From an optimization exercise on the open Yosys and OpenROAD flow, aimed at small area, a short achievable clock period and few clock cycles per item; shortcuts taken in it are not production practice.
In this exercise RTL edits were held to simulation tests only and were not proved equivalent to the original.

==> design.v <==
package spp_pkg;
    localparam int PAGE_ID_BITS  = 52;
    localparam int TIME_BITS     = 48;
    localparam int STRIDE_BITS   = 32;
    localparam int TAU_BITS      = 32;
    localparam int CONF_BITS     = 4;
    localparam int DEPTH_BITS    = 4;
    localparam int BUDGET_BITS   = 16;
    localparam int CFG_ADDR_BITS = 2;
    localparam int CFG_DATA_BITS = 16;
    localparam logic [CFG_ADDR_BITS-1:0] REG_DEPTH_BUDGET   = 2'd0;
    localparam logic [CFG_ADDR_BITS-1:0] REG_CONF_THRESHOLD = 2'd1;
    localparam logic [CFG_ADDR_BITS-1:0] REG_CONF_LIMIT     = 2'd2;
    localparam logic [CFG_ADDR_BITS-1:0] REG_DEPTH_LIMIT    = 2'd3;
    localparam int QUOT_BITS = 28;
    localparam logic [31:0] K20 = 32'd214748364;
    localparam int S_TDATA_BITS = 104;
    localparam int M_TDATA_BITS = 160;
endpackage
module spp_ctrl
(
    input  logic [31:0] tau,
    input  logic [15:0] budget,
    input  logic [3:0]  depth_limit,
    output logic [3:0]  depth
);
    logic [20:0] n;
    logic [20:0] n3;
    logic        dv_low;
    logic [20:0] bb;
    logic [20:0] s4;
    logic [20:0] s8;
    logic [20:0] s12;
    logic [20:0] r;
    logic [1:0]  q_hi;
    logic [3:0]  cand [4];
    logic [20:0] t1;
    logic [20:0] t2;
    logic [20:0] t3;
    assign n      = {5'b11111, ~tau[15:0]};
    assign n3     = n + {n[19:0], 1'b0};
    assign dv_low = (tau[31:16] == '0) && (tau[15:0] != 16'hFFFF);
    assign bb     = {5'b0, budget};
    assign s4  = bb + {n[18:0], 2'b00};
    assign s8  = bb + {n[17:0], 3'b000};
    logic [20:0] x12;
    logic [20:0] y12;
    assign x12 = bb ^ {n[17:0], 3'b000} ^ {n[18:0], 2'b00};
    assign y12 = {((bb[19:0] & {n[16:0], 3'b000}) | (bb[19:0] & {n[17:0], 2'b00})
                   | ({n[16:0], 3'b000} & {n[17:0], 2'b00})), 1'b0};
    assign s12 = x12 + y12;
    always_comb
    begin
        if (!s12[20])
        begin
            q_hi = 2'd3;
            r    = s12;
        end
        else if (!s8[20])
        begin
            q_hi = 2'd2;
            r    = s8;
        end
        else if (!s4[20])
        begin
            q_hi = 2'd1;
            r    = s4;
        end
        else
        begin
            q_hi = 2'd0;
            r    = bb;
        end
        for (int l = 0; l < 4; l++)
        begin
            cand[l] = (!dv_low || ({q_hi, 2'(l)} == 4'd0)) ? 4'd1 : {q_hi, 2'(l)};
            cand[l] = (cand[l] > depth_limit) ? depth_limit : cand[l];
        end
        t1    = r + n;
        t2    = r + {n[19:0], 1'b0};
        t3    = r + n3;
        depth = !t3[20] ? cand[3] : !t2[20] ? cand[2] : !t1[20] ? cand[1] : cand[0];
    end
endmodule
module spp_datapath
(
    input  logic [39:0] s,
    input  logic [39:0] c,
    output logic [32:0] quot
);
    function automatic logic [4:0] hot5(input logic [3:0] v);
        hot5 = '0;
        for (int i = 0; i < 16; i++)
        begin
            if (v == 4'(i))
            begin
                hot5 = 5'(1 << (i % 5));
            end
        end
    endfunction
    function automatic logic [4:0] add5(input logic [4:0] a, input logic [4:0] b);
        for (int k = 0; k < 5; k++)
        begin
            add5[k] = 1'b0;
            for (int i = 0; i < 5; i++)
            begin
                add5[k] = add5[k] | (a[i] & b[(k - i + 5) % 5]);
            end
        end
    endfunction
    function automatic logic [3:0] qdig(input logic [4:0] r, input logic [3:0] v);
        logic [3:0] t [5];
        for (int i = 0; i < 5; i++)
        begin
            t[i] = '0;
            for (int j = 0; j < 16; j++)
            begin
                if (v == 4'(j))
                begin
                    t[i] = 4'((16*i + j) / 5);
                end
            end
        end
        qdig = '0;
        for (int i = 0; i < 5; i++)
        begin
            qdig = qdig | ({4{r[i]}} & t[i]);
        end
    endfunction
    logic [39:0] x;
    logic [39:0] cin;
    logic [4:0]  m     [9];
    logic [4:0]  p1    [9];
    logic [4:0]  p2    [9];
    logic [4:0]  p3    [9];
    logic [4:0]  sum_up [9];
    logic [4:0]  above [9];
    logic [35:0] qd;
    assign x   = s + c;
    assign cin = x ^ s ^ c;
    always_comb
    begin
        for (int j = 0; j < 9; j++)
        begin
            m[j] = add5(hot5(s[4*j+2 +: 4]), hot5(c[4*j+2 +: 4]));
        end
        for (int j = 1; j < 9; j++) p1[j] = (j + 1 < 9) ? add5(m[j], m[j+1])   : m[j];
        for (int j = 1; j < 9; j++) p2[j] = (j + 2 < 9) ? add5(p1[j], p1[j+2]) : p1[j];
        for (int j = 1; j < 9; j++) p3[j] = (j + 4 < 9) ? add5(p2[j], p2[j+4]) : p2[j];
        for (int i = 0; i < 8; i++) sum_up[i] = p3[i+1];
        sum_up[8] = 5'd1;
        for (int i = 0; i < 9; i++)
        begin
            above[i] = (i < 8 && cin[4*i+6]) ? {sum_up[i][3:0], sum_up[i][4]} : sum_up[i];
        end
        for (int i = 0; i < 9; i++)
        begin
            qd[4*i +: 4] = qdig(above[i], x[4*i+2 +: 4]);
        end
    end
    assign quot = qd[32:0];
endmodule
module stride_prefetch_predictor
(
    input  logic                                 clk,
    input  logic                                 rst_n,
    input  logic                                 cfg_we,
    input  logic [spp_pkg::CFG_ADDR_BITS-1:0]    cfg_addr,
    input  logic [spp_pkg::CFG_DATA_BITS-1:0]    cfg_wdata,
    input  logic                                 s_tvalid,
    output logic                                 s_tready,
    input  logic [spp_pkg::S_TDATA_BITS-1:0]     s_tdata,
    input  logic                                 s_tuser,
    output logic                                 m_tvalid,
    input  logic                                 m_tready,
    output logic [spp_pkg::M_TDATA_BITS-1:0]     m_tdata,
    output logic                                 m_tuser
);
    localparam int QB = spp_pkg::QUOT_BITS;
    logic [15:0] budget_reg;
    logic [3:0]  conf_threshold_reg;
    logic [3:0]  conf_limit_reg;
    logic [3:0]  depth_limit_reg;
    logic          s1_valid;
    logic          s1_kind;
    logic [51:0]   s1_page;
    logic          s1_update;
    logic [31:0]   s1_e;
    logic          s1_clamp;
    logic          seen_reg;
    logic [47:0]   last_time_reg;
    logic          s2_valid;
    logic          s2_kind;
    logic [51:0]   s2_page;
    logic [31:0]   tau_reg;
    logic          valid_reg;
    logic [31:0]   tau_out_reg;
    logic [31:0]   last_page_reg;
    logic [31:0]   last_stride_reg;
    logic [3:0]    conf_reg;
    logic          pending_reg;
    logic [51:0]   req_base_reg;
    logic [31:0]   req_stride_reg;
    logic [3:0]    req_depth_reg;
    logic [31:0]   fired_reg;
    logic          issue_reg;
    logic        accept;
    logic        advance1;
    logic        advance2;
    logic        kind;
    logic [51:0] page;
    logic [47:0] t;
    assign kind = s_tuser;
    assign page = s_tdata[51:0];
    assign t    = s_tdata[99:52];
    assign advance2 = s2_valid && (!valid_reg || m_tready);
    assign advance1 = s1_valid && (!s2_valid || advance2);
    assign s_tready = !s1_valid || advance1;
    assign accept   = s_tvalid && s_tready;
    assign m_tvalid = valid_reg;
    logic [48:0] t_diff;
    logic        t_ahead;
    logic        t_clamp;
    assign t_diff  = {1'b0, t} - {1'b0, last_time_reg};
    assign t_ahead = !t_diff[48] && (t != last_time_reg);
    assign t_clamp = (t_diff[47:32] != '0);
    function automatic logic [79:0] csa(input logic [39:0] a, input logic [39:0] b,
                                        input logic [39:0] c);
        logic [39:0] sm;
        logic [39:0] cy;
        sm  = a ^ b ^ c;
        cy  = (a & b) | (a & c) | (b & c);
        csa = {cy[38:0], 1'b0, sm};
    endfunction
    logic [31:0] e_sat;
    logic [39:0] sum_s [2];
    logic [39:0] sum_c [2];
    logic [32:0] tau_next;
    assign e_sat = s1_e | {32{s1_clamp}};
    assign {sum_c[0], sum_s[0]} = csa({4'b0000, tau_reg, 4'b0000}, 40'(tau_reg), 40'(e_sat));
    assign {sum_c[1], sum_s[1]} = csa(sum_s[0], sum_c[0], {7'b0, e_sat, 1'b0});
    spp_datapath u_div
    (
        .s    (sum_s[1]),
        .c    (sum_c[1]),
        .quot (tau_next)
    );
    logic [31:0] cur_stride;
    logic        stride_same;
    logic [3:0]  conf_next;
    logic [31:0] stride_next;
    logic        fire;
    logic        issue_now;
    logic [3:0]  conf_up;
    logic [3:0]  conf_down;
    assign cur_stride  = s2_page[31:0] - last_page_reg;
    assign stride_same = (cur_stride == last_stride_reg);
    assign conf_up     = (conf_reg < conf_limit_reg) ? conf_reg + 4'd1 : conf_limit_reg;
    assign conf_down   = (conf_reg > 4'd2) ? conf_reg - 4'd2 : 4'd0;
    assign conf_next   = stride_same ? conf_up : conf_down;
    assign stride_next = stride_same ? last_stride_reg : cur_stride;
    assign fire        = stride_same ? ((conf_up >= conf_threshold_reg) && (last_stride_reg != '0))
                                     : ((conf_down >= conf_threshold_reg)
                                        && (s2_page[31:0] != last_page_reg));
    assign issue_now   = fire && !pending_reg;
    logic [3:0] depth_calc;
    spp_ctrl u_depth
    (
        .tau         (tau_reg),
        .budget      (budget_reg),
        .depth_limit (depth_limit_reg),
        .depth       (depth_calc)
    );
    always_ff @(posedge clk or negedge rst_n)
    begin
        if (!rst_n)
        begin
            budget_reg         <= 16'd12000;
            conf_threshold_reg <= 4'd3;
            conf_limit_reg     <= 4'd8;
            depth_limit_reg    <= 4'd8;
        end
        else if (cfg_we)
        begin
            unique case (cfg_addr)
                spp_pkg::REG_DEPTH_BUDGET:   budget_reg         <= cfg_wdata[15:0];
                spp_pkg::REG_CONF_THRESHOLD: conf_threshold_reg <= cfg_wdata[3:0];
                spp_pkg::REG_CONF_LIMIT:     conf_limit_reg     <= cfg_wdata[3:0];
                default:                     depth_limit_reg    <= cfg_wdata[3:0];
            endcase
        end
    end
    always_ff @(posedge clk or negedge rst_n)
    begin
        if (!rst_n)
        begin
            s1_valid <= 1'b0;
            s2_valid <= 1'b0;
            seen_reg <= 1'b0;
            tau_reg  <= 32'd10000;
        end
        else
        begin
            if (accept)
            begin
                s1_valid <= 1'b1;
                if (!kind)
                begin
                    seen_reg <= 1'b1;
                end
            end
            else if (advance1)
            begin
                s1_valid <= 1'b0;
            end
            if (advance1)
            begin
                s2_valid <= 1'b1;
                if (!s1_kind && s1_update)
                begin
                    tau_reg <= tau_next[31:0];
                end
            end
            else if (advance2)
            begin
                s2_valid <= 1'b0;
            end
        end
    end
    always_ff @(posedge clk)
    begin
        if (accept)
        begin
            s1_kind   <= kind;
            s1_page   <= page;
            s1_update <= seen_reg && t_ahead;
            s1_e      <= t_diff[31:0];
            s1_clamp  <= t_clamp;
            if (!kind)
            begin
                last_time_reg <= t;
            end
        end
        if (advance1)
        begin
            s2_kind <= s1_kind;
            s2_page <= s1_page;
        end
        if (advance2)
        begin
            tau_out_reg <= tau_reg;
        end
    end
    always_ff @(posedge clk or negedge rst_n)
    begin
        if (!rst_n)
        begin
            valid_reg       <= 1'b0;
            last_page_reg   <= '0;
            last_stride_reg <= 32'd1;
            conf_reg        <= '0;
            pending_reg     <= 1'b0;
            req_base_reg    <= '0;
            req_stride_reg  <= '0;
            req_depth_reg   <= '0;
            fired_reg       <= '0;
            issue_reg       <= 1'b0;
        end
        else
        begin
            if (advance2)
            begin
                valid_reg <= 1'b1;
                if (s2_kind)
                begin
                    pending_reg <= 1'b0;
                    issue_reg   <= 1'b0;
                end
                else
                begin
                    last_page_reg   <= s2_page[31:0];
                    last_stride_reg <= stride_next;
                    conf_reg        <= conf_next;
                    issue_reg       <= issue_now;
                    if (fire)
                    begin
                        req_base_reg   <= s2_page;
                        req_stride_reg <= stride_next;
                        req_depth_reg  <= depth_calc;
                    end
                    if (issue_now)
                    begin
                        pending_reg <= 1'b1;
                        fired_reg   <= fired_reg + 32'd1;
                    end
                end
            end
            else if (m_tready)
            begin
                valid_reg <= 1'b0;
            end
        end
    end
    assign m_tuser = issue_reg;
    assign m_tdata = {4'b0000, fired_reg, conf_reg, tau_out_reg, req_depth_reg,
                      req_stride_reg, req_base_reg};
endmodule
==> run.sh <==
#!/bin/bash
# synth_recipe.tcl (not shown) runs the flow's synth.tcl, then flattens the netlist and writes it again
# the make line also repeats each setting of config.mk as NAME=value (left out here)
make -C /OpenROAD-flow-scripts/flow DESIGN_CONFIG=/design/flow/config.mk WORK_HOME=/design/flow/orfs CLKGATE_MAP_FILE= SYNTH_SCRIPT=/design/flow/synth_recipe.tcl finish
==> config.mk <==
export PLATFORM = sky130hd
export DESIGN_NAME = stride_prefetch_predictor
export DESIGN_NICKNAME = stride_prefetch_predictor
export VERILOG_FILES = /design/flow/design.v
export SDC_FILE = /design/flow/constraint.sdc
export NUM_CORES = 4
export LEC_CHECK = 0
export ABC_AREA = 1
export CAP_MARGIN = 3
export CORE_MARGIN = 2
export CORE_UTILIZATION = 60
export SETUP_SLACK_MARGIN = 4.5
export SLEW_MARGIN = 3
==> constraint.sdc <==
create_clock -name core_clock -period 10.0 [get_ports {clk}]
set_input_delay 2.0000 -clock core_clock [delete_from_list [all_inputs] [get_ports {clk}]]
set_output_delay 2.0000 -clock core_clock [all_outputs]
set_load 0.01 [all_outputs]
==> results.tsv, run 1 <==
stage	metric	value	unit
sta	max-slew-margin-rel	0.269	
setup_path	cp_max_fo	7	
synthesis	yosysWarnings	23	
sta	rsz0062_at_grt	true	
die	fp.dieW	265	um
die	ios	291	
final_layout	fillers	5671	
drt	vias_per_cell	5.72	
sta	max_freq	0.183	GHz
placed_design	gp_congestion	1.00	
synthesis	synthCells	5924	
setup_path	slowest_stage	fa_1	
setup_path	required	10.54	ns
synthesis	ys_ff_latch	474	
clock_tree	numCtsBuffers	52	
drt	wl_per_cell	18.0	um
final_layout	final_area	47600	um^2
drt	wirelength	129000	um
die	core-area	67200	um^2
drt	drc	0	
sta	post-route-period-util	0.547	
drt	drtIter0Drc	3994	
clock_tree	worstSkewPairLatency	0.64	ns
global_route	antenna_found_initial	1	
sta	final-setup-viol-count	0	
final_layout	layout-drive-gt1-share	0.0663	
clock_tree	clk_pin_slew	0.06	ns
setup_path	max_stage_delay	0.56	ns
sta	drv_slew	0	
sta	hold_viol	0	
setup_path	r2r_setup_slack	4.53	ns
synthesis	synth_cell_type_count	72	
die	fp.dieH	265	um
run	max-cap-violations	0	
setup_path	worstSetupStartpointType	register	
setup_path	cp-startpoint	tau_reg[1]$_DFFE_PN0P_	
clock_tree	cts_hold_buf	0	
sta	tightestPinTransition	1.10	ns
synthesis	synth_edf_count	220	
clock_tree	cts.path.max_buffers	3	
global_route	grt_pass1_vias	37400	
status	status	finished clean	
final_layout	finish.net_count	6751	
setup_path	r2r-end	req_depth_reg[0]$_DFFE_PN0P_	
die	fp.dieArea	70000	um^2
clock_tree	htree_levels	2	
clock_tree	tritoncts	done	
synthesis	syn-cell-area	40800	um^2
clock_tree	cts-root-buf	clkbuf_16	
placed_design	dp_hpwl	97300	um
synthesis	async_reset_ff_frac	0.536	
global_route	grt_pass1_wl	198000	um
drt	dr.pass1.iters	6	
setup_path	r2r_cells	29	
die	start_util	0.607	
global_route	gr-usage-all-layers	0.354	
setup_path	criticalPathCategory	reg -> reg	
global_route	grt_max_degree	150	
die	rows	95	
setup_path	worstPathArrival	6.01	ns
drt	ant_nets	0	
sta	period_minus_slack	5.47	ns
setup_path	crit_path_end	req_depth_reg[0]$_DFFE_PN0P_	
placed_design	placed_area	44400	um^2
synthesis	ys_seq_area_frac	0.319	
placed_design	placement.io_buffers	282	
sta	fin_skew	0.0420	ns
min_path	hold_class	reg -> reg	
synthesis	synth_area_per_cell	6.88	um^2
clock_tree	clkSinkCount	474	
global_route	overflow	0	
final_layout	areaGrowthSynthToFinish	16.8	%
drt	num_vias	41200	
setup_path	path_common_cell	nand2_1	
sta	fin_setup_tns	0	ns
setup_path	timing.rr.start	tau_reg[1]$_DFFE_PN0P_	
synthesis	synth_ff_type	dfrtp_1	
setup_path	crit_path_end_kind	register	
min_path	hp-start	s1_page[3]$_DFFE_PP_	
==> repair_timing <==
action | 4_1_cts | 5_1_grt
gates cloned | 2 | 3
setup endpoints to repair | 81 | 95
buffers inserted | 21 | 64
resized for setup | 43 | 173
pin swaps | 2 | 22
==> worst max-delay path: cells and delay by family, from the launching register on <==
family	cells	cell delay [ns]
DFF	1	0.48
buffers and inverters	5	0.72
AOI/OAI and AO/OA	7	1.50
and+or+nand+nor	14	1.46
adders and majority gates	3	1.24
==> per-stage QoR <==
stage	hold WS, ns	setup slack, ns	util	std cells
4_1_cts	0.407	4.45	0.691	7140
2_1_floorplan	0.400	4.94	-	5927
3_3_place_gp	0.401	3.45	0.662	7019
5_1_grt	0.420	4.33	0.709	7208
6_report	0.411	4.53	0.709	7208
3_5_place_dp	0.405	3.36	0.662	7019
==> area by class of cell <==
type / instances / area, um^2 / area share
diodes: 1 / 2.50 / 0.0000526
repair buffers: 381 / 3650 / 0.0768
flip-flops and latches: 474 / 13000 / 0.273
repair inverters: 2 / 15.0 / 0.000315
inverters: 809 / 3130 / 0.0657
multi-input cells: 4570 / 25000 / 0.526
well taps: 873 / 1090 / 0.0229
clock buffers: 69 / 1400 / 0.0293
clock inverters: 29 / 279 / 0.00586
==> cells by family (layout without fill, tap and decap cells) <==
family | count (synthesis) | in the layout | share of synthesized area
DFF | 474 | 474 | 0.319
adders and majority gates | 333 | 333 | 0.118
xor gates and xnor gates | 220 | 220 | 0.0480
muxes | 13 | 13 | 0.00356
buffers and inverters | 886 | 1290 | 0.0841
other | 1 | 5 | 0.0000920
AOI/OAI and AO/OA | 794 | 794 | 0.109
and+or+nand+nor | 3203 | 3206 | 0.319
==> layer usage <==
metal / part of all wire / wire [um] / GRT usage / vias up
met4: 0.053 / 6890 / 0.162 / 0
met2: 0.46 / 59400 / 0.579 / 1827
met1: 0.41 / 53000 / 0.473 / 19200
li1: - / - / - / 19800
met3: 0.078 / 10100 / 0.0447 / 336
met5: 0 / 0 / 0 / -
==> worst min-delay path by stage <==
| stage | cells past startpoint | to |
|---|---|---|
| 5_1_grt | 0 | s2_page[48]$_DFFE_PP_ |
| 3_3_place_gp | 0 | s2_page[37]$_DFFE_PP_ |
| 4_1_cts | 0 | s2_page[3]$_DFFE_PP_ |
| 2_1_floorplan | 0 | s2_page[0]$_DFFE_PP_ |
| 3_5_place_dp | 0 | s2_page[36]$_DFFE_PP_ |
| 6_report | 0 | s2_page[3]$_DFFE_PP_ |
==> Yosys cell counts (20+ instances only) <==
cell type | number | area [um^2]
dfrtp_1 | 237 | 5930
o21bai_1 | 24 | 180
fa_1 | 83 | 1660
o211ai_1 | 24 | 180
o21ai_0 | 329 | 1650
nand3_1 | 379 | 1900
clkbuf_1 | 42 | 158
inv_1 | 799 | 3000
a31oi_1 | 36 | 225
o21a_1 | 20 | 150
ha_1 | 250 | 3130
nand2_1 | 1906 | 7150
nand4_1 | 52 | 325
nor3_1 | 58 | 290
xnor2_1 | 63 | 552
nor4_1 | 22 | 138
xor2_1 | 154 | 1350
a21oi_1 | 260 | 1300
nor2_1 | 714 | 2680
edfxtp_1 | 220 | 6610
==> placed cells by master (no fill, tap or decap), types with 9 or more instances in the layout <==
cell,instances
a21boi_0,10
a21o_1,16
a21oi_1,252
a31oi_1,35
buf_4,90
clkbuf_1,14
clkbuf_16,52
clkdlybuf4s50_1,281
clkinv_2,12
clkinvlp_4,26
dfrtp_1,230
dfstp_2,17
edfxtp_1,220
fa_1,77
ha_1,244
inv_1,773
inv_2,9
mux2_2,12
nand2_1,1885
nand2_2,26
nand3_1,371
nand3_2,12
nand4_1,52
nor2_1,669
nor2_2,36
nor2_4,21
nor3_1,54
nor4_1,22
o211ai_1,24
o21a_1,20
o21ai_0,311
o21ai_1,24
o21bai_1,24
o22ai_1,13
or2_2,14
xnor2_1,63
xor2_1,145
xor2_2,11
Testbench counts, summed over its fixed seeds: cycles 3,224, items 3,200.
==> run 2, diff against run 1 <==
--- a/config.mk
+++ b/config.mk
@@ -8,6 +8,6 @@
 export ABC_AREA = 1
-export CAP_MARGIN = 3
+export CAP_MARGIN = 20
 export CORE_MARGIN = 2
 export CORE_UTILIZATION = 60
-export SETUP_SLACK_MARGIN = 4.5
-export SLEW_MARGIN = 3
+export SETUP_SLACK_MARGIN = 5.0
+export SLEW_MARGIN = 20
==> run 2 against run 1 <==
Still clean on timing, DRC and antenna. Utilization is 1.9 points higher. Flip-flop and latch count is the same. Global-route usage increased by 0.58 points. Critical path type unchanged.
==> results.tsv, run 2 <==
stage	metric	value	unit
global_route	gr-usage-all-layers	0.360	
die	fp.dieW	265	um
placed_design	placement.io_buffers	282	
setup_path	cp_max_fo	5	
synthesis	synth_area_leader_cell	nand2_1	
synthesis	synth-simple-area-share	0.319	
sta	setup_slack	4.85	ns
setup_path	timing.rr.start	tau_reg[4]$_DFFE_PN1P_	
clock_tree	clk_pin_slew	0.06	ns
sta	final-setup-viol-count	0	
synthesis	synth_top_family_by_area	simple AND/OR/NAND/NOR gates	
drt	ant_nets	0	
synthesis	synth_ff_type	dfrtp_1	
sta	period_minus_slack	5.15	ns
synthesis	ys_seq_area_frac	0.319	
synthesis	synth_edf_count	220	
final_layout	areaGrowthSynthToFinish	20.0	%
synthesis	synthMuxAreaShare	0.00356	
global_route	grt_max_degree	166	
drt	num_vias	41300	
synthesis	ys_ff_latch	474	
status	status	finished clean	
synthesis	netlist.area_leader.share	0.176	
die	rows	95	
setup_path	r2r_cells	27	
die	ios	291	
clock_tree	worstSkewPairLatency	0.63	ns
synthesis	async_reset_ff_frac	0.536	
global_route	overflow	0	
die	fp.dieH	265	um
global_route	grt_pass1_wl	202000	um
synthesis	yosysMostFrequentCell	nand2_1	
sta	tightestPinTransition	1.10	ns
clock_tree	clkSinkCount	474	
setup_path	worstSetupStartpointType	register	
synthesis	yosysWarnings	23	
setup_path	path_common_cell	nand2_1	
final_layout	final_common_cell	nand2_1	
clock_tree	cts_hold_buf	0	
setup_path	crit_path_end_kind	register	
die	fp.dieArea	70000	um^2
clock_tree	tritoncts	done	
placed_design	dp_cells	7017	
setup_path	required	10.51	ns
placed_design	preCtsSetupSlack	3.27	ns
die	core-area	67200	um^2
drt	drtIter0Drc	4256	
clock_tree	cts-root-buf	clkbuf_16	
final_layout	fillers	5487	
sta	hold_viol	0	
global_route	antenna_found_initial	3	
drt	dr.pass1.iters	8	
setup_path	worstPathArrival	5.66	ns
clock_tree	htree_levels	2	
setup_path	crit_path_end	req_depth_reg[0]$_DFFE_PN0P_	
synthesis	synth_area_per_cell	6.88	um^2
setup_path	cp-startpoint	tau_reg[4]$_DFFE_PN1P_	
min_path	hold_class	reg -> reg	
synthesis	synthTopCellsByArea	nand2_1 (18%), edfxtp_1 (16%), dfrtp_1 (15%)	
setup_path	max_stage_delay	0.55	ns
drt	wirelength	130000	um
setup_path	slowest_stage	dfstp_2	
drt	wl_per_cell	18.0	um
setup_path	critical-path-top-delay-family	compound AO/OA/AOI/OAI gates	
sta	rsz0062_at_grt	true	
die	start_util	0.607	
synthesis	synth_cell_type_count	72	
clock_tree	cts.path.max_buffers	3	
placed_design	dp_hpwl	96400	um
synthesis	syn-cell-area	40800	um^2
synthesis	synth_compound_area_frac	0.109	
final_layout	finish.net_count	6777	
sta	drv_slew	0	
setup_path	path_depth	27	
sta	fin_setup_tns	0	ns
sta	max-slew-margin-rel	0.260	
sta	max_freq	0.194	GHz
clock_tree	numCtsBuffers	52	
global_route	grt_pass1_vias	38000	
final_layout	seq_area	13000	um^2
final_layout	final_cell_mix	nand2_1 (1858), inv_1 (758), nor2_1 (619), nand3_1 (355), o21ai_0 (286)	
final_layout	layout-drive-gt1-share	0.0972	
final_layout	stdcell_count	7236	
setup_path	r2r-end	req_depth_reg[0]$_DFFE_PN0P_	
setup_path	criticalPathCategory	reg -> reg	
sta	fin_skew	0.0650	ns
synthesis	synth_xor_area_frac	0.0480	
drt	vias_per_cell	5.70	
run	max-cap-violations	0	
drt	drc	0	
sta	holdWs	0.416	ns
synthesis	synthCells	5924	
sta	post-route-period-util	0.515	
setup_path	path_buf_inv	2	
setup_path	r2r_setup_slack	4.85	ns
synthesis	synthAdderAreaFrac	0.118	
synthesis	netlist_top_cells_count	nand2_1 (1906), inv_1 (799), nor2_1 (714)	
final_layout	multiInputGateArea	25900	um^2
placed_design	gp_congestion	1.03	
==> run 2: cell counts after synthesis <==
Identical to the previous run, type by type.
==> run 2: cell families after synthesis <==
family          after synthesis
compound gates              794
xor+xnor                    220
fa+ha+maj                   333
buf+inv                     886
flops                       474
mux                          13
other cells                   1
simple gates               3203
==> run 2: repair_timing <==
item | in CTS | in global routing
pin swaps | 33 | 53
cloned | 2 | 5
endpoints found under the hold margin | 0 | 0
setup endpoints to repair | 86 | 113
buffers inserted | 71 | 40
resized for setup | 241 | 230
==> run 2: layer usage <==
metal,up-vias,GRT usage,part of all wire
met5,-,0,0
met4,0,0.168,0.053
li1,19900,-,-
met2,1792,0.585,0.46
met3,338,0.0481,0.078
met1,19300,0.480,0.41
==> run 2: how the worst min path moves through the flow <==
stage | from | endpoint | slack, ns | cells after the start
2_1_floorplan | s1_page[0]$_DFFE_PP_ | s2_page[0]$_DFFE_PP_ | 0.40 | 0
3_3_place_gp | s1_page[12]$_DFFE_PP_ | s2_page[12]$_DFFE_PP_ | 0.40 | 0
3_5_place_dp | s1_page[0]$_DFFE_PP_ | s2_page[0]$_DFFE_PP_ | 0.40 | 0
4_1_cts | s1_page[39]$_DFFE_PP_ | s2_page[39]$_DFFE_PP_ | 0.42 | 0
5_1_grt | s1_page[39]$_DFFE_PP_ | s2_page[39]$_DFFE_PP_ | 0.42 | 0
6_report | s1_page[48]$_DFFE_PP_ | s2_page[48]$_DFFE_PP_ | 0.42 | 0
==> run 2: through the flow <==
stage / instance area (um^2) / util
after CTS: 47700 / 0.711
after floorplan: 40800 / -
after detailed placement: 44400 / 0.661
final: 48900 / 0.728
after global placement: 44400 / 0.661
after global routing: 48900 / 0.728
==> run 2: layout make-up <==
type                    count  share of cell area
repair inverters            2            0.000307
clock buffers              71              0.0297
clock inverters            27             0.00855
multi-input cells        4572               0.530
well taps                 873              0.0223
inverters                 809              0.0636
diodes                      3            0.000154
flip-flops and latches    474               0.266
repair buffers            405              0.0793
==> run 3, diff against run 2 <==
--- a/config.mk
+++ b/config.mk
@@ -7,3 +7,2 @@
 export LEC_CHECK = 0
-export ABC_AREA = 1
 export CAP_MARGIN = 20
@@ -11,3 +10,3 @@
 export CORE_UTILIZATION = 60
-export SETUP_SLACK_MARGIN = 5.0
+export SETUP_SLACK_MARGIN = 4.5
 export SLEW_MARGIN = 20
==> run 3 against run 2 <==
Register-to-register slack worse by 1.4 ns. Clock skew down 0.0058 ns. Die area up 1.6%. Largest cell class unchanged.
==> results.tsv, run 3 <==
stage	metric	value	unit
sta	fin_setup_tns	0	ns
die	fp.dieH	267	um
run	max-cap-violations	0	
synthesis	synth_edf_count	220	
drt	drc	0	
global_route	overflow	0	
synthesis	synth_cell_type_count	116	
setup_path	timing.rr.start	s1_clamp$_DFFE_PP_	
die	core-area	68500	um^2
setup_path	crit_path_end_kind	register	
global_route	grt_pass1_wl	200000	um
clock_tree	clkSinkCount	474	
placed_design	gp_congestion	0.935	
placed_design	dp_hpwl	86400	um
sta	max_freq	0.152	GHz
synthesis	synth_area_per_cell	8.96	um^2
global_route	gr-usage-all-layers	0.349	
sta	post-route-period-util	0.659	
final_layout	finish.net_count	5760	
setup_path	slowest_stage	a2111oi_4	
setup_path	worstSetupStartpointType	register	
synthesis	ys_ff_latch	474	
global_route	grt_max_degree	140	
setup_path	max_stage_delay	0.73	ns
synthesis	synth_ff_type	dfrtp_1	
clock_tree	htree_levels	2	
die	rows	96	
synthesis	netlist_top_cells_count	nand2_1 (371), inv_1 (335), a21oi_1 (305)	
sta	fin_skew	0.0591	ns
sta	rsz0062_at_grt	true	
global_route	antenna_found_initial	4	
drt	drtIter0Drc	5469	
sta	max-slew-margin-rel	0.194	
placed_design	placement.io_buffers	282	
synthesis	netlist.area_leader.share	0.160	
sta	period_minus_slack	6.59	ns
clock_tree	tritoncts	done	
min_path	whs_path_depth	0	
min_path	holdPathEnd	s2_page[1]$_DFFE_PP_	
synthesis	syn-cell-area	41400	um^2
placed_design	dp_cells	5595	
final_layout	stdcell_count	6227	
setup_path	cp_max_fo	8	
sta	hold_viol	0	
drt	dr.pass1.iters	9	
setup_path	required	10.44	ns
synthesis	synthCells	4623	
synthesis	async_reset_ff_frac	0.536	
die	fp.dieArea	71100	um^2
final_layout	areaGrowthSynthToFinish	36.0	%
synthesis	ys_seq_area_frac	0.314	
sta	holdWs	0.380	ns
setup_path	criticalPathCategory	reg -> reg	
setup_path	r2r-end	tau_reg[19]$_DFFE_PN0P_	
setup_path	path_common_cell	buf_6	
setup_path	worstPathArrival	7.03	ns
drt	wirelength	145000	um
setup_path	r2r_setup_slack	3.41	ns
clock_tree	worstSkewPairLatency	0.65	ns
sta	final-setup-viol-count	0	
clock_tree	cts-root-buf	clkbuf_16	
min_path	hold_class	reg -> reg	
synthesis	synth_area_leader_cell	edfxtp_1	
drt	wl_per_cell	23.3	um
synthesis	yosysMostFrequentCell	nand2_1	
die	fp.dieW	267	um
status	status	finished clean	
die	ios	291	
final_layout	final_common_cell	buf_4	
drt	num_vias	41600	
sta	tightestPinTransition	1.20	ns
final_layout	layout-drive-gt1-share	0.288	
final_layout	final_cell_mix	buf_4 (433), nand2_1 (358), inv_1 (281), nor2_1 (271), clkdlybuf4s50_1 (271)	
synthesis	yosysWarnings	23	
clock_tree	numCtsBuffers	52	
global_route	grt_pass1_vias	36500	
synthesis	synthTopCellsByArea	edfxtp_1 (16%), dfrtp_1 (14%), ha_1 (7.6%)	
setup_path	r2r_cells	29	
sta	drv_slew	0	
clock_tree	cts.path.max_buffers	3	
drt	ant_nets	0	
clock_tree	clk_pin_slew	0.06	ns
min_path	hp-start	s1_page[1]$_DFFE_PP_	
drt	vias_per_cell	6.68	
die	start_util	0.605	
run 3: kinds of logic (layout without fill, tap and decap cells):
| kind of cell | count (synthesis) | count (layout) | synth area share |
|---|---|---|---|
| and+or+nand+nor | 1416 | 1416 | 0.178 |
| AOI/OAI and AO/OA | 1369 | 1370 | 0.225 |
| buffers and inverters | 562 | 1273 | 0.0561 |
| DFF | 474 | 474 | 0.314 |
| adders and majority gates | 334 | 334 | 0.116 |
| xor gates and xnor gates | 266 | 266 | 0.0578 |
| muxes | 201 | 205 | 0.0527 |
| other | 1 | 7 | 0.0000906 |
run 3: layout make-up:
class                           count  area (um^2)
Inverter                          341         1400
Clock buffer                       67         1470
Multi-Input combinational cell   3595        31000
Antenna cell                        3         7.51
Timing Repair Buffer              834         7920
Fill cell                        4041        12200
Sequential cell                   474        13000
Clock inverter                     30          444
Timing Repair inverter              1         5.00
Tap cell                          882         1100
run 3: timing repair:
action | 4_1_cts | 5_1_grt
gates cloned | 5 | 13
setup endpoints to repair | 156 | 155
setup buffers | 267 | 246
hold buffers | 0 | 0
pin swaps | 150 | 259
gates resized for setup | 404 | 470
run 3: how the worst max path moves through the flow:
| stage | startpoint | to | slack [ns] | cells past startpoint |
|---|---|---|---|---|
| 3_5_place_dp | s1_clamp$_DFFE_PP_ | tau_reg[15]$_DFFE_PN0P_ | 2.47 | 20 |
| 4_1_cts | s1_clamp$_DFFE_PP_ | tau_reg[0]$_DFFE_PN0P_ | 3.82 | 28 |
| 2_1_floorplan | tau_reg[1]$_DFFE_PN0P_ | req_depth_reg[2]$_DFFE_PN0P_ | 4.18 | 30 |
| 3_3_place_gp | s1_clamp$_DFFE_PP_ | tau_reg[15]$_DFFE_PN0P_ | 2.54 | 20 |
| 6_report | s1_clamp$_DFFE_PP_ | tau_reg[19]$_DFFE_PN0P_ | 3.41 | 29 |
| 5_1_grt | s1_clamp$_DFFE_PP_ | tau_reg[8]$_DFFE_PN1P_ | 3.28 | 30 |
run 3: through the flow:
step	instance area, um^2	setup slack, ns	util
final	56300	3.41	0.822
after global routing	56300	3.28	0.822
after CTS	51800	3.82	0.756
after detailed placement	45400	2.47	0.664
after global placement	45400	2.54	0.664
after floorplan	42500	4.18	-
run 3: layer usage:
layer	track usage	up-vias	routed length, um
met5	0	-	27
met4	0.139	4	8840
met3	0.0593	684	14400
met2	0.556	2466	66100
met1	0.474	20000	55900
li1	-	18500	-
run 3: critical path, delay by kind of cell, from the launching register on:
kind | cells | cell delay (ns)
and+or+nand+nor | 4 | 0.83
adders and majority gates | 2 | 1.26
DFF | 1 | 0.37
muxes | 1 | 0.08
AOI/OAI and AO/OA | 8 | 2.04
buffers and inverters | 14 | 1.83
==> run 4, diff against run 3 <==
--- a/design.v
+++ b/design.v
@@ -188,3 +188,2 @@
     logic [31:0]   s1_e;
-    logic          s1_clamp;
     logic          seen_reg;
@@ -234,3 +233,2 @@
     endfunction
-    logic [31:0] e_sat;
     logic [39:0] sum_s [2];
@@ -238,5 +236,4 @@
     logic [32:0] tau_next;
-    assign e_sat = s1_e | {32{s1_clamp}};
-    assign {sum_c[0], sum_s[0]} = csa({4'b0000, tau_reg, 4'b0000}, 40'(tau_reg), 40'(e_sat));
-    assign {sum_c[1], sum_s[1]} = csa(sum_s[0], sum_c[0], {7'b0, e_sat, 1'b0});
+    assign {sum_c[0], sum_s[0]} = csa({4'b0000, tau_reg, 4'b0000}, 40'(tau_reg), 40'(s1_e));
+    assign {sum_c[1], sum_s[1]} = csa(sum_s[0], sum_c[0], {7'b0, s1_e, 1'b0});
     spp_datapath u_div
@@ -336,4 +333,3 @@
             s1_update <= seen_reg && t_ahead;
-            s1_e      <= t_diff[31:0];
-            s1_clamp  <= t_clamp;
+            s1_e      <= t_diff[31:0] | {32{t_clamp}};
             if (!kind)
--- a/config.mk
+++ b/config.mk
@@ -7,2 +7,3 @@
 export LEC_CHECK = 0
+export ABC_AREA = 1
 export CAP_MARGIN = 20
@@ -10,3 +11,3 @@
 export CORE_UTILIZATION = 60
-export SETUP_SLACK_MARGIN = 4.5
+export SETUP_SLACK_MARGIN = 5.0
 export SLEW_MARGIN = 20
==> run 4 against run 3 <==
Largest cell class unchanged. Highest routed layer is now met4. Register-to-register slack better by 1.5 ns. Flip-flop and latch count shrank 1. Critical endpoint is now req_depth_reg[1]$_DFFE_PN0P_. Design area is 13% lower.
==> results.tsv, run 4 <==
stage	metric	value	unit
synthesis	synth_area_per_cell	6.82	um^2
clock_tree	htree_levels	2	
drt	num_vias	41100	
run	max-cap-violations	0	
setup_path	r2r_cells	34	
drt	wirelength	125000	um
final_layout	finish.net_count	6839	
sta	period_minus_slack	5.06	ns
clock_tree	numCtsBuffers	54	
drt	drtIter0Drc	4159	
die	fp.dieH	265	um
final_layout	final_common_cell	nand2_1	
final_layout	final_util	0.725	
die	rows	95	
synthesis	netlist.area_leader.share	0.183	
sta	max_freq	0.198	GHz
final_layout	stdcell_count	7304	
synthesis	ys_ff_latch	473	
global_route	grt_max_degree	122	
synthesis	synth_cell_type_count	66	
placed_design	gp_congestion	1.03	
setup_path	worstSetupStartpointType	register	
clock_tree	cts_hold_buf	0	
setup_path	slowest_stage	fa_1	
placed_design	dp_hpwl	91700	um
synthesis	synth_ff_type	dfrtp_1	
min_path	whs_path_depth	0	
drt	dr.pass1.iters	7	
synthesis	async_reset_ff_frac	0.537	
min_path	hold_class	reg -> reg	
setup_path	crit_path_end_kind	register	
drt	dr.max_layer_used	met4	
synthesis	synth_xor_area_frac	0.0468	
die	start_util	0.607	
setup_path	worstPathArrival	5.57	ns
status	status	finished clean	
final_layout	final_cell_mix	nand2_1 (1955), inv_1 (747), nor2_1 (672), nand3_1 (369), o21ai_0 (287)	
synthesis	synthTopCellsByArea	nand2_1 (18%), edfxtp_1 (16%), dfrtp_1 (15%)	
synthesis	synthCells	5975	
drt	vias_per_cell	5.63	
die	ios	291	
clock_tree	cts-root-buf	clkbuf_16	
synthesis	synthAdderAreaFrac	0.115	
sta	final-setup-viol-count	0	
synthesis	synth_area_leader_cell	nand2_1	
drt	wl_per_cell	17.2	um
synthesis	ys_seq_area_frac	0.318	
setup_path	max_stage_delay	0.57	ns
die	fp.dieArea	70000	um^2
die	core-area	67200	um^2
final_layout	areaGrowthSynthToFinish	19.5	%
clock_tree	clkSinkCount	473	
sta	rsz0062_at_grt	true	
sta	max-slew-margin-rel	0.325	
placed_design	placement.io_buffers	282	
final_layout	layout-drive-gt1-share	0.0902	
sta	fin_setup_tns	0	ns
synthesis	synth_top_family_by_area	simple AND/OR/NAND/NOR gates	
drt	wl_met2	57900	um
sta	hold_viol	0	
clock_tree	cts.path.max_buffers	3	
synthesis	synth-simple-area-share	0.328	
drt	met1_length	51900	um
synthesis	netlist_top_cells_count	nand2_1 (1992), inv_1 (771), nor2_1 (719)	
setup_path	cp_max_fo	11	
sta	tightestPinTransition	1.01	ns
synthesis	yosysWarnings	23	
global_route	gr-usage-all-layers	0.344	
setup_path	criticalPathCategory	reg -> reg	
sta	post-route-period-util	0.506	
global_route	grt_pass1_vias	37800	
sta	fin_skew	0.0283	ns
global_route	antenna_found_initial	1	
clock_tree	tritoncts	done	
die	fp.dieW	265	um
synthesis	yosysMostFrequentCell	nand2_1	
global_route	grt_pass1_wl	195000	um
setup_path	required	10.51	ns
synthesis	synth_edf_count	219	
synthesis	synth_compound_area_frac	0.108	
drt	wl_met3	9030	um
drt	drc	0	
synthesis	synthMuxAreaShare	0.00356	
clock_tree	clk_pin_slew	0.06	ns
placed_design	dp_cells	7071	
synthesis	syn-cell-area	40700	um^2
drt	ant_nets	0	
setup_path	path_common_cell	nand3_1	
clock_tree	worstSkewPairLatency	0.65	ns
global_route	overflow	0	
sta	drv_slew	0	
## run 4: per-layer routing
layer,up-vias,track usage
met5,-,0
met1,19000,0.451
met2,1709,0.571
met3,333,0.0395
li1,20100,-
met4,0,0.161
## run 4: worst max-delay path: cells and delay by family (launching register included)
| kind | cells | cell delay (ns) |
|---|---|---|
| buffers and inverters | 6 | 0.82 |
| AO/OA/AOI/OAI | 8 | 1.16 |
| AND/OR/NAND/NOR | 17 | 1.49 |
| flip-flops | 1 | 0.38 |
| adder cells (fa/ha/maj) | 3 | 1.08 |
## run 4: stage by stage
step           setup slack, ns  instance area [um^2]  hold slack [ns]
2_1_floorplan             5.06                 40800            0.400
3_3_place_gp              3.56                 44500            0.401
3_5_place_dp              3.46                 44500            0.405
4_1_cts                   5.00                 47100            0.418
5_1_grt                   4.80                 48700            0.419
6_report                  4.94                 48700            0.417
## run 4: cell type report
class	count	area [um^2]
well taps	873	1090
clock inverters	38	443
diodes	1	2.50
multi-input cells	4644	25700
inverters	786	3030
fillers	5582	18500
repair buffers	424	4060
clock buffers	64	1430
repair inverters	1	8.76
flip-flops and latches	473	13000
## run 4: timing repair
action                                  4_1_cts  5_1_grt
pin swaps                                     7       64
endpoints found under the setup margin      163      147
resized for setup                            89      246
setup buffers                                51       69
gates cloned                                  3        6
## run 4: logic make-up after synthesis
logic type,Yosys count
buf+inv,865
xor+xnor,209
simple gates,3299
fa+ha+maj,327
other cells,1
flops,473
compound gates,788
mux,13
## run 4: worst paths after layout
kind	from	endpoint	slack [ns]
min in group asynchronous	rst_n	req_base_reg[12]$_DFFE_PN0P_	1.27
hold / removal	s1_page[7]$_DFFE_PP_	s2_page[7]$_DFFE_PP_	0.42
setup / recovery	tau_reg[2]$_DFFE_PN0P_	req_depth_reg[1]$_DFFE_PN0P_	4.94
setup reg to reg	tau_reg[2]$_DFFE_PN0P_	req_depth_reg[1]$_DFFE_PN0P_	4.94
max in group asynchronous	rst_n	tau_reg[15]$_DFFE_PN0P_	7.22
hold reg to reg	s1_page[7]$_DFFE_PP_	s2_page[7]$_DFFE_PP_	0.42
Testbench counts of run 4, summed over its fixed seeds: cycles 3,224, items 3,200.
==> run 5, diff against run 4 <==
--- a/config.mk
+++ b/config.mk
@@ -10,3 +10,3 @@
 export CORE_MARGIN = 2
-export CORE_UTILIZATION = 60
+export CORE_UTILIZATION = 50
 export SETUP_SLACK_MARGIN = 5.0
==> run 5 against run 4 <==
Still clean on timing, DRC and antenna. Die area is 20% higher. Sequential share of layout area down 0.12 points. Design area up 0.49%. Global-route usage down 4.2 points. Critical path type unchanged.
==> results.tsv, run 5 <==
stage	metric	value	unit
setup_path	crit_path_end_kind	register	
clock_tree	cts.path.max_buffers	3	
final_layout	layout-drive-gt1-share	0.0881	
final_layout	multiInputGateArea	25800	um^2
synthesis	async_reset_ff_frac	0.537	
global_route	grt_max_degree	139	
die	fp.dieArea	83800	um^2
setup_path	worstPathArrival	5.56	ns
final_layout	final_cell_mix	nand2_1 (1962), inv_1 (740), nor2_1 (683), nand3_1 (362), o21ai_0 (283)	
setup_path	slowest_stage	dfstp_2	
synthesis	synthTopCellsByArea	nand2_1 (18%), edfxtp_1 (16%), dfrtp_1 (15%)	
sta	holdWs	0.412	ns
synthesis	synth_ff_type	dfrtp_1	
synthesis	syn-cell-area	40700	um^2
sta	rsz0062_at_grt	true	
placed_design	dp_hpwl	97500	um
drt	wl_per_cell	17.5	um
die	fp.dieW	289	um
drt	ant_nets	0	
die	fp.dieH	289	um
sta	max_freq	0.198	GHz
synthesis	synth_edf_count	219	
placed_design	dp_cells	7255	
clock_tree	htree_levels	2	
drt	wirelength	131000	um
setup_path	worstSetupStartpointType	register	
global_route	grt_pass1_wl	201000	um
synthesis	synth_area_leader_cell	nand2_1	
sta	period_minus_slack	5.05	ns
sta	fin_skew	0.0259	ns
placed_design	gp_congestion	0.999	
die	core-area	80500	um^2
synthesis	ys_seq_area_frac	0.318	
sta	tightestPinTransition	1.08	ns
final_layout	stdcell_count	7473	
placed_design	placement.io_buffers	282	
die	start_util	0.506	
global_route	overflow	0	
drt	dr.pass1.iters	6	
drt	num_vias	40200	
clock_tree	cts-root-buf	clkbuf_16	
synthesis	yosysWarnings	23	
sta	final-setup-viol-count	0	
die	ios	291	
clock_tree	clkSinkCount	473	
final_layout	final_common_cell	nand2_1	
sta	max-slew-margin-rel	0.280	
final_layout	fillers	7663	
clock_tree	tritoncts	done	
synthesis	synth_cell_type_count	66	
drt	drtIter0Drc	3001	
final_layout	seq_area	13000	um^2
setup_path	criticalPathCategory	reg -> reg	
run	max-cap-violations	0	
synthesis	yosysMostFrequentCell	nand2_1	
drt	drc	0	
final_layout	finish.net_count	6821	
synthesis	ys_ff_latch	473	
global_route	gr-usage-all-layers	0.302	
sta	drv_slew	0	
clock_tree	worstSkewPairLatency	0.63	ns
synthesis	synthCells	5975	
global_route	antenna_found_initial	2	
setup_path	cp_max_fo	6	
status	status	finished clean	
clock_tree	numCtsBuffers	55	
final_layout	areaGrowthSynthToFinish	20.1	%
setup_path	max_stage_delay	0.56	ns
global_route	grt_pass1_vias	37000	
die	rows	104	
sta	post-route-period-util	0.505	
drt	vias_per_cell	5.38	
sta	fin_setup_tns	0	ns
sta	hold_viol	0	
synthesis	synth_area_per_cell	6.82	um^2
synthesis	netlist.area_leader.share	0.183	
synthesis	netlist_top_cells_count	nand2_1 (1992), inv_1 (771), nor2_1 (719)	
setup_path	required	10.51	ns
clock_tree	clk_pin_slew	0.06	ns
min_path	hold_class	reg -> reg	
## run 5: cell counts after synthesis
Identical to the previous run, type by type.
## run 5: per-layer routing
| metal | GRT usage | part of all wire | up-vias |
|---|---|---|---|
| met5 | 0 | 0 | - |
| met4 | 0.103 | 0.036 | 0 |
| met3 | 0.0294 | 0.059 | 210 |
| met2 | 0.507 | 0.46 | 1274 |
| met1 | 0.406 | 0.44 | 18700 |
| li1 | - | - | 20000 |
## run 5: stage by stage
stage / area (um^2) / util / worst slack, ns
finish: 48900 / 0.608 / 4.95
global route: 48900 / 0.608 / 4.78
CTS: 47400 / 0.588 / 4.99
detailed placement: 44700 / 0.555 / 3.25
global placement: 44700 / 0.555 / 3.35
floorplan: 40800 / - / 5.06
## run 5: kinds of logic after synthesis
logic type / Yosys count / share of synthesized area
and+or+nand+nor: 3299 / 0.328
buffers and inverters: 865 / 0.0817
AOI/OAI and AO/OA: 788 / 0.108
DFF: 473 / 0.318
adders and majority gates: 327 / 0.115
xor gates and xnor gates: 209 / 0.0468
muxes: 13 / 0.00356
other: 1 / 0.0000920
## run 5: cell type report
type,count,share of cell area
diodes,2,0.000102
clock buffers,85,0.0339
clock inverters,17,0.00447
inverters,786,0.0619
multi-input cells,4646,0.528
flip-flops and latches,473,0.265
well taps,1060,0.0271
repair buffers,403,0.0793
repair inverters,1,0.000179
## run 5: path summary, 6_finish.rpt
path                                   startpoint                        endpoint  slack [ns]  cells past startpoint
max                        tau_reg[4]$_DFFE_PN1P_    req_depth_reg[3]$_DFFE_PN0P_        4.95                     29
min                          s1_page[7]$_DFFE_PP_            s2_page[7]$_DFFE_PP_        0.41                      0
max reg2reg                tau_reg[4]$_DFFE_PN1P_    req_depth_reg[3]$_DFFE_PN0P_        4.95                     29
min reg2reg                  s1_page[7]$_DFFE_PP_            s2_page[7]$_DFFE_PP_        0.41                      0
max in group asynchronous                   rst_n         tau_reg[14]$_DFFE_PN0P_        7.04                      2
min in group asynchronous                   rst_n  req_stride_reg[28]$_DFFE_PN0P_        1.47                      1
## run 5: critical path, delay by kind of cell, from the launching register on
kind	cells	cell delay, ns
compound gates	11	1.49
fa+ha+maj	3	0.98
simple gates	10	0.96
buf+inv	5	0.90
flops	1	0.56
## run 5: repair_timing
item                       CTS  global route
cloned                       4             6
hold endpoints to repair     0             0
setup endpoints to repair  135           153
pin swaps                   12            70
hold buffers                 0             0
setup buffers               56            48
resized for setup           93           267
==> run 6, diff against run 5 <==
==> flow/run.sh (new file) <==
#!/bin/bash
# The standard layout, with the port buffers made of plain buffers
# (sky130_fd_sc_hd__buf_2) instead of the cell buffer_ports picks on its own.
# The full output of the flow goes to standard.log in this folder.
set -e
export BUFFER_PORTS_ARGS="-buffer_cell sky130_fd_sc_hd__buf_2"
bash standard.sh > standard.log 2>&1
==> standard.sh (new file) <==
#!/bin/bash
# synth_recipe.tcl (not shown) runs the flow's synth.tcl, then flattens the netlist and writes it again
# the make line also repeats each setting of config.mk as NAME=value (left out here)
make -C /OpenROAD-flow-scripts/flow DESIGN_CONFIG=/design/flow/config.mk WORK_HOME=/design/flow/orfs CLKGATE_MAP_FILE= SYNTH_SCRIPT=/design/flow/synth_recipe.tcl "${@:-finish}"
removed: run.sh
==> run 6 against run 5 <==
Area after synthesis is the same. Clock skew shrank 0.0010 ns. Routed wire length shrank 1.1%. Setup slack gained 0.036 ns. Critical path depth is the same. Count of clock-buffer cells in the layout shrank 18. Fmax grew 0.71%.
==> results.tsv, run 6 <==
stage	metric	value	unit
synthesis	synthTopCellsByArea	nand2_1 (18%), edfxtp_1 (16%), dfrtp_1 (15%)	
synthesis	ys_seq_area_frac	0.318	
sta	fin_skew	0.0249	ns
synthesis	synthMuxAreaShare	0.00356	
final_layout	finish.net_count	6817	
synthesis	synth_area_leader_cell	nand2_1	
final_layout	areaGrowthSynthToFinish	16.1	%
drt	wl_per_cell	17.3	um
clock_tree	htree_levels	2	
sta	tightestPinTransition	1.10	ns
setup_path	critical-path-top-delay-family	compound AO/OA/AOI/OAI gates	
global_route	overflow	0	
setup_path	path_depth	29	
drt	wirelength	129000	um
final_layout	final_common_cell	nand2_1	
synthesis	netlist_top_cells_count	nand2_1 (1992), inv_1 (771), nor2_1 (719)	
sta	post-route-period-util	0.501	
placed_design	dp_cells	7262	
synthesis	netlist.area_leader.share	0.183	
setup_path	path_buf_inv	4	
final_layout	final_util	0.588	
clock_tree	cts_hold_buf	0	
clock_tree	clkSinkCount	473	
die	rows	104	
sta	rsz0062_at_grt	true	
die	fp.dieW	289	um
drt	drtIter0Drc	3067	
synthesis	async_reset_ff_frac	0.537	
drt	num_vias	40200	
sta	max_freq	0.200	GHz
synthesis	synth_area_per_cell	6.82	um^2
clock_tree	numCtsBuffers	53	
sta	drv_slew	0	
global_route	gr-usage-all-layers	0.298	
setup_path	cp_max_fo	6	
clock_tree	cts-root-buf	clkbuf_16	
global_route	met3_usage	0.0264	
synthesis	yosysWarnings	23	
synthesis	synthCells	5975	
die	core-area	80500	um^2
drt	drc	0	
synthesis	synth_xor_area_frac	0.0468	
setup_path	slowest_stage	dfstp_4	
global_route	grt_max_degree	89	
placed_design	placement.io_buffers	282	
synthesis	synthAdderAreaFrac	0.115	
synthesis	syn-cell-area	40700	um^2
clock_tree	cts.path.max_buffers	3	
drt	dr.pass1.iters	9	
synthesis	synth_compound_area_frac	0.108	
sta	max-slew-margin-rel	0.262	
placed_design	dp_hpwl	98000	um
final_layout	layout-drive-gt1-share	0.130	
clock_tree	clk_pin_slew	0.06	ns
status	status	finished clean	
min_path	hold_class	reg -> reg	
placed_design	gp_congestion	0.959	
run	max-cap-violations	0	
global_route	grt_pass1_vias	36700	
drt	ant_nets	0	
global_route	antenna_found_initial	3	
synthesis	synth_cell_type_count	66	
setup_path	required	10.58	ns
sta	period_minus_slack	5.01	ns
die	ios	291	
setup_path	crit_path_end_kind	register	
synthesis	synth-simple-area-share	0.328	
die	fp.dieArea	83800	um^2
global_route	grt_pass1_wl	199000	um
final_layout	final_cell_mix	nand2_1 (1957), inv_1 (745), nor2_1 (679), nand3_1 (361), o21ai_0 (285)	
clock_tree	tritoncts	done	
setup_path	worstPathArrival	5.59	ns
synthesis	synth_top_family_by_area	simple AND/OR/NAND/NOR gates	
sta	hold_viol	0	
setup_path	criticalPathCategory	reg -> reg	
synthesis	ys_ff_latch	473	
die	start_util	0.506	
synthesis	yosysMostFrequentCell	nand2_1	
global_route	use_met1	0.409	
drt	vias_per_cell	5.38	
die	fp.dieH	289	um
global_route	grtUsageMet2	0.503	
sta	fin_setup_tns	0	ns
synthesis	synth_edf_count	219	
setup_path	worstSetupStartpointType	register	
sta	setup_slack	4.99	ns
sta	final-setup-viol-count	0	
synthesis	synth_ff_type	dfrtp_1	
clock_tree	worstSkewPairLatency	0.64	ns
final_layout	stdcell_count	7467	
setup_path	r2r_cells	29	
global_route	busiest_layer	met2	
setup_path	path_common_cell	nand2_1	
min_path	whs_path_depth	0	
setup_path	max_stage_delay	0.64	ns
placed_design	preCtsSetupSlack	3.26	ns
final_layout	fillers	7749	
## run 6: cell counts after synthesis
Identical to the previous run, type by type.
## run 6: repair_timing
| item | CTS | global route |
|---|---|---|
| setup endpoints to repair | 98 | 133 |
| gates cloned | 0 | 8 |
| gates resized for setup | 70 | 275 |
| buffers inserted | 47 | 50 |
| pin swaps | 5 | 59 |
| endpoints found under the hold margin | 0 | 0 |
## run 6: metrics by stage
stage / instance area (um^2) / hold slack, ns
finish: 47300 / 0.398
global route: 47300 / 0.408
CTS: 45700 / 0.398
detailed placement: 43300 / 0.405
global placement: 43300 / 0.400
floorplan: 40800 / 0.400
## run 6: path summary, 6_finish.rpt
kind                                             start                             end  slack [ns]
min in group asynchronous                        rst_n  req_stride_reg[26]$_DFFE_PN0P_        1.28
worst max register to register  tau_reg[9]$_DFFE_PN1P_    req_depth_reg[3]$_DFFE_PN0P_        4.99
worst min register to register   s1_page[12]$_DFFE_PP_           s2_page[12]$_DFFE_PP_        0.40
max in group asynchronous                        rst_n          tau_reg[1]$_DFFE_PN0P_        7.24
worst max-delay path            tau_reg[9]$_DFFE_PN1P_    req_depth_reg[3]$_DFFE_PN0P_        4.99
worst min-delay path             s1_page[12]$_DFFE_PP_           s2_page[12]$_DFFE_PP_        0.40
## run 6: area by class of cell
cell class | instances | area (um^2) | area share
Multi-Input combinational cell | 4646 | 25700 | 0.544
Sequential cell | 473 | 13000 | 0.274
Inverter | 786 | 3030 | 0.0640
Timing Repair Buffer | 401 | 2430 | 0.0513
Clock buffer | 67 | 1440 | 0.0304
Tap cell | 1060 | 1330 | 0.0280
Clock inverter | 30 | 364 | 0.00769
Timing Repair inverter | 1 | 8.76 | 0.000185
Antenna cell | 3 | 7.51 | 0.000159
## run 6: layer usage
layer / share of wire / wire length, um / vias to the layer above
met5: 0 / 0 / -
met4: 0.031 / 3970 / 0
met3: 0.057 / 7320 / 176
met2: 0.46 / 60100 / 1210
met1: 0.45 / 57900 / 18700
li1: - / - / 20000
## run 6: logic make-up (layout without fill, tap and decap cells)
family          Yosys count  count (layout)
fa+ha+maj               327             327
simple gates           3299            3305
compound gates          788             788
other cells               1               7
buf+inv                 865            1285
xor+xnor                209             209
flops                   473             473
mux                      13              13
==> run 7, diff against run 6 <==
==> flow/run.sh (replaced) <==
#!/bin/bash
# The standard layout, with the port buffers made of plain buffers
# (sky130_fd_sc_hd__buf_1) instead of the cell buffer_ports picks on its own.
# The full output of the flow goes to standard.log in this folder.
set -e
export BUFFER_PORTS_ARGS="-buffer_cell sky130_fd_sc_hd__buf_1"
bash standard.sh > standard.log 2>&1
==> run 7 against run 6 <==
Still clean. Sequential share of layout area grew 0.16 points. Synthesized cell count is the same. Clock skew increased by 0.015 ns. Design area down 0.56%. Critical path type unchanged.
==> results.tsv, run 7 <==
stage	metric	value	unit
final_layout	final_common_cell	nand2_1	
drt	wl_per_cell	17.3	um
clock_tree	cts.path.max_buffers	3	
die	start_util	0.506	
clock_tree	clk_pin_slew	0.06	ns
clock_tree	cts_hold_buf	0	
synthesis	async_reset_ff_frac	0.537	
setup_path	r2r_cells	29	
drt	ant_nets	0	
setup_path	cp_max_fo	5	
die	fp.dieW	289	um
final_layout	finish.net_count	6828	
placed_design	placement.io_buffers	282	
global_route	antenna_found_initial	3	
min_path	whs_path_depth	0	
setup_path	path_common_cell	nand2_1	
synthesis	yosysMostFrequentCell	nand2_1	
synthesis	synth_cell_type_count	66	
synthesis	netlist.area_leader.share	0.183	
drt	num_vias	40000	
sta	max-slew-margin-rel	0.197	
drt	wirelength	129000	um
placed_design	dp_cells	7263	
die	fp.dieH	289	um
final_layout	layout-drive-gt1-share	0.0879	
sta	hold_viol	0	
setup_path	slowest_stage	dfstp_2	
sta	drv_slew	0	
sta	final-setup-viol-count	0	
sta	holdWs	0.411	ns
drt	drc	0	
sta	tightestPinTransition	1.19	ns
setup_path	required	10.54	ns
die	core-area	80500	um^2
die	rows	104	
sta	period_minus_slack	4.94	ns
synthesis	yosysWarnings	23	
sta	max_freq	0.202	GHz
global_route	grt_pass1_vias	36700	
min_path	hp-start	s1_page[8]$_DFFE_PP_	
final_layout	areaGrowthSynthToFinish	15.5	%
setup_path	criticalPathCategory	reg -> reg	
setup_path	worstSetupStartpointType	register	
synthesis	synth_area_leader_cell	nand2_1	
min_path	hold_class	reg -> reg	
sta	post-route-period-util	0.494	
clock_tree	worstSkewPairLatency	0.65	ns
status	status	finished clean	
final_layout	final_util	0.584	
die	fp.dieArea	83800	um^2
synthesis	synth_ff_type	dfrtp_1	
clock_tree	htree_levels	2	
final_layout	fillers	7804	
placed_design	gp_congestion	0.968	
setup_path	max_stage_delay	0.56	ns
synthesis	synthTopCellsByArea	nand2_1 (18%), edfxtp_1 (16%), dfrtp_1 (15%)	
sta	rsz0062_at_grt	true	
setup_path	cp-startpoint	tau_reg[4]$_DFFE_PN1P_	
setup_path	timing.rr.start	tau_reg[4]$_DFFE_PN1P_	
global_route	grt_max_degree	93	
final_layout	final_area	47100	um^2
placed_design	dp_hpwl	97500	um
clock_tree	tritoncts	done	
die	ios	291	
synthesis	synthCells	5975	
synthesis	synth_area_per_cell	6.82	um^2
final_layout	stdcell_count	7481	
setup_path	worstPathArrival	5.48	ns
run	max-cap-violations	0	
drt	dr.pass1.iters	6	
synthesis	syn-cell-area	40700	um^2
synthesis	ys_ff_latch	473	
clock_tree	numCtsBuffers	54	
placed_design	placed_area	43000	um^2
final_layout	final_cell_mix	nand2_1 (1964), inv_1 (740), nor2_1 (676), nand3_1 (363), o21ai_0 (285)	
sta	fin_skew	0.0395	ns
global_route	gr-usage-all-layers	0.298	
global_route	grt_pass1_wl	199000	um
synthesis	ys_seq_area_frac	0.318	
clock_tree	clkSinkCount	473	
sta	fin_setup_tns	0	ns
setup_path	crit_path_end_kind	register	
drt	vias_per_cell	5.35	
clock_tree	cts-root-buf	clkbuf_16	
drt	drtIter0Drc	3032	
synthesis	synth_edf_count	219	
synthesis	netlist_top_cells_count	nand2_1 (1992), inv_1 (771), nor2_1 (719)	
global_route	overflow	0	
-- run 7: timing repair --
action | in CTS | in global routing
resized for setup | 78 | 257
endpoints found under the setup margin | 151 | 160
gates cloned | 2 | 5
pin swaps | 4 | 59
setup buffers | 57 | 50
-- run 7: critical path, delay by kind of cell (launching register included) --
| kind | cells | cell delay (ns) |
|---|---|---|
| flops | 1 | 0.56 |
| fa+ha+maj | 2 | 0.67 |
| compound gates | 5 | 1.02 |
| buf+inv | 4 | 0.67 |
| simple gates | 18 | 1.90 |
-- run 7: cell type report --
class / count / area, um^2 / share of cell area
multi-input combinational: 4645 / 25700 / 0.546
antenna: 3 / 7.51 / 0.000160
timing repair buffer: 411 / 2180 / 0.0464
inverter: 786 / 3030 / 0.0643
clock inverter: 36 / 410 / 0.00872
tap: 1060 / 1330 / 0.0282
clock buffer: 65 / 1430 / 0.0304
timing repair inverter: 2 / 16.3 / 0.000346
sequential: 473 / 13000 / 0.276
-- run 7: path summary, 6_finish.rpt --
check / slack, ns / endpoint
worst min-delay path: 0.41 / s2_page[8]$_DFFE_PP_
worst min register to register: 0.41 / s2_page[8]$_DFFE_PP_
worst max-delay path: 5.06 / req_depth_reg[0]$_DFFE_PN0P_
min in group asynchronous: 1.20 / req_stride_reg[28]$_DFFE_PN0P_
max in group asynchronous: 6.82 / tau_reg[22]$_DFFE_PN0P_
worst max register to register: 5.06 / req_depth_reg[0]$_DFFE_PN0P_
-- run 7: layer usage --
| metal | vias up | share of wire | track usage |
|---|---|---|---|
| met5 | - | 0 | 0 |
| met1 | 18600 | 0.45 | 0.404 |
| met2 | 1185 | 0.46 | 0.500 |
| met4 | 0 | 0.033 | 0.0976 |
| li1 | 20000 | - | - |
| met3 | 190 | 0.052 | 0.0291 |
-- run 7: kinds of logic after synthesis --
| kind of cell | Yosys count | synth area share |
|---|---|---|
| AO/OA/AOI/OAI | 788 | 0.108 |
| XOR/XNOR | 209 | 0.0468 |
| adder cells (fa/ha/maj) | 327 | 0.115 |
| buffers and inverters | 865 | 0.0817 |
| flip-flops | 473 | 0.318 |
| multiplexers | 13 | 0.00356 |
| other | 1 | 0.0000920 |
| AND/OR/NAND/NOR | 3299 | 0.328 |
-- run 7: metrics by stage --
step | setup WS, ns
6_report | 5.06
5_1_grt | 4.82
4_1_cts | 4.96
3_5_place_dp | 3.16
3_3_place_gp | 3.21
2_1_floorplan | 5.06

==> port drivers added, routing unchanged <==
How much do the figures lean on ideal ports? The routed layouts below were timed once more, with nothing changed but the port constraints.
Step 1: set_driving_cell puts a clkbuf_16 on clk and a buf_2 on each other input, an assumption about the parent block.
Step 2 moves the port delays by t, midway between the first and last clock arrival at a register: inputs arrive t later, outputs are due t later. That takes back most of the time a late clock gives input paths.
a / b / c = ideal ports / drivers / drivers and shift; a / b = the first two.
run	t (ns)	setup slack, ns	worst setup path after step 2
run 1	0.684	4.526 / 4.526 / 4.145	input to register
run 2	0.669	4.851 / 4.851 / 4.510	input to register
run 3	0.690	3.405 / 3.405 / 3.405	register to register
run 4	0.704	4.940 / 4.940 / 4.466	input to register
run 5	0.698	4.954 / 4.954 / 4.460	input to register
run 6	0.700	4.990 / 4.990 / 4.515	input to register
run 7	0.699	5.061 / 5.061 / 4.542	input to register
After both steps setup and hold are still met in every run listed. The setup slack of run 7, which loses most, moves by 0.000 ns with the drivers and by -0.519 ns with both steps.
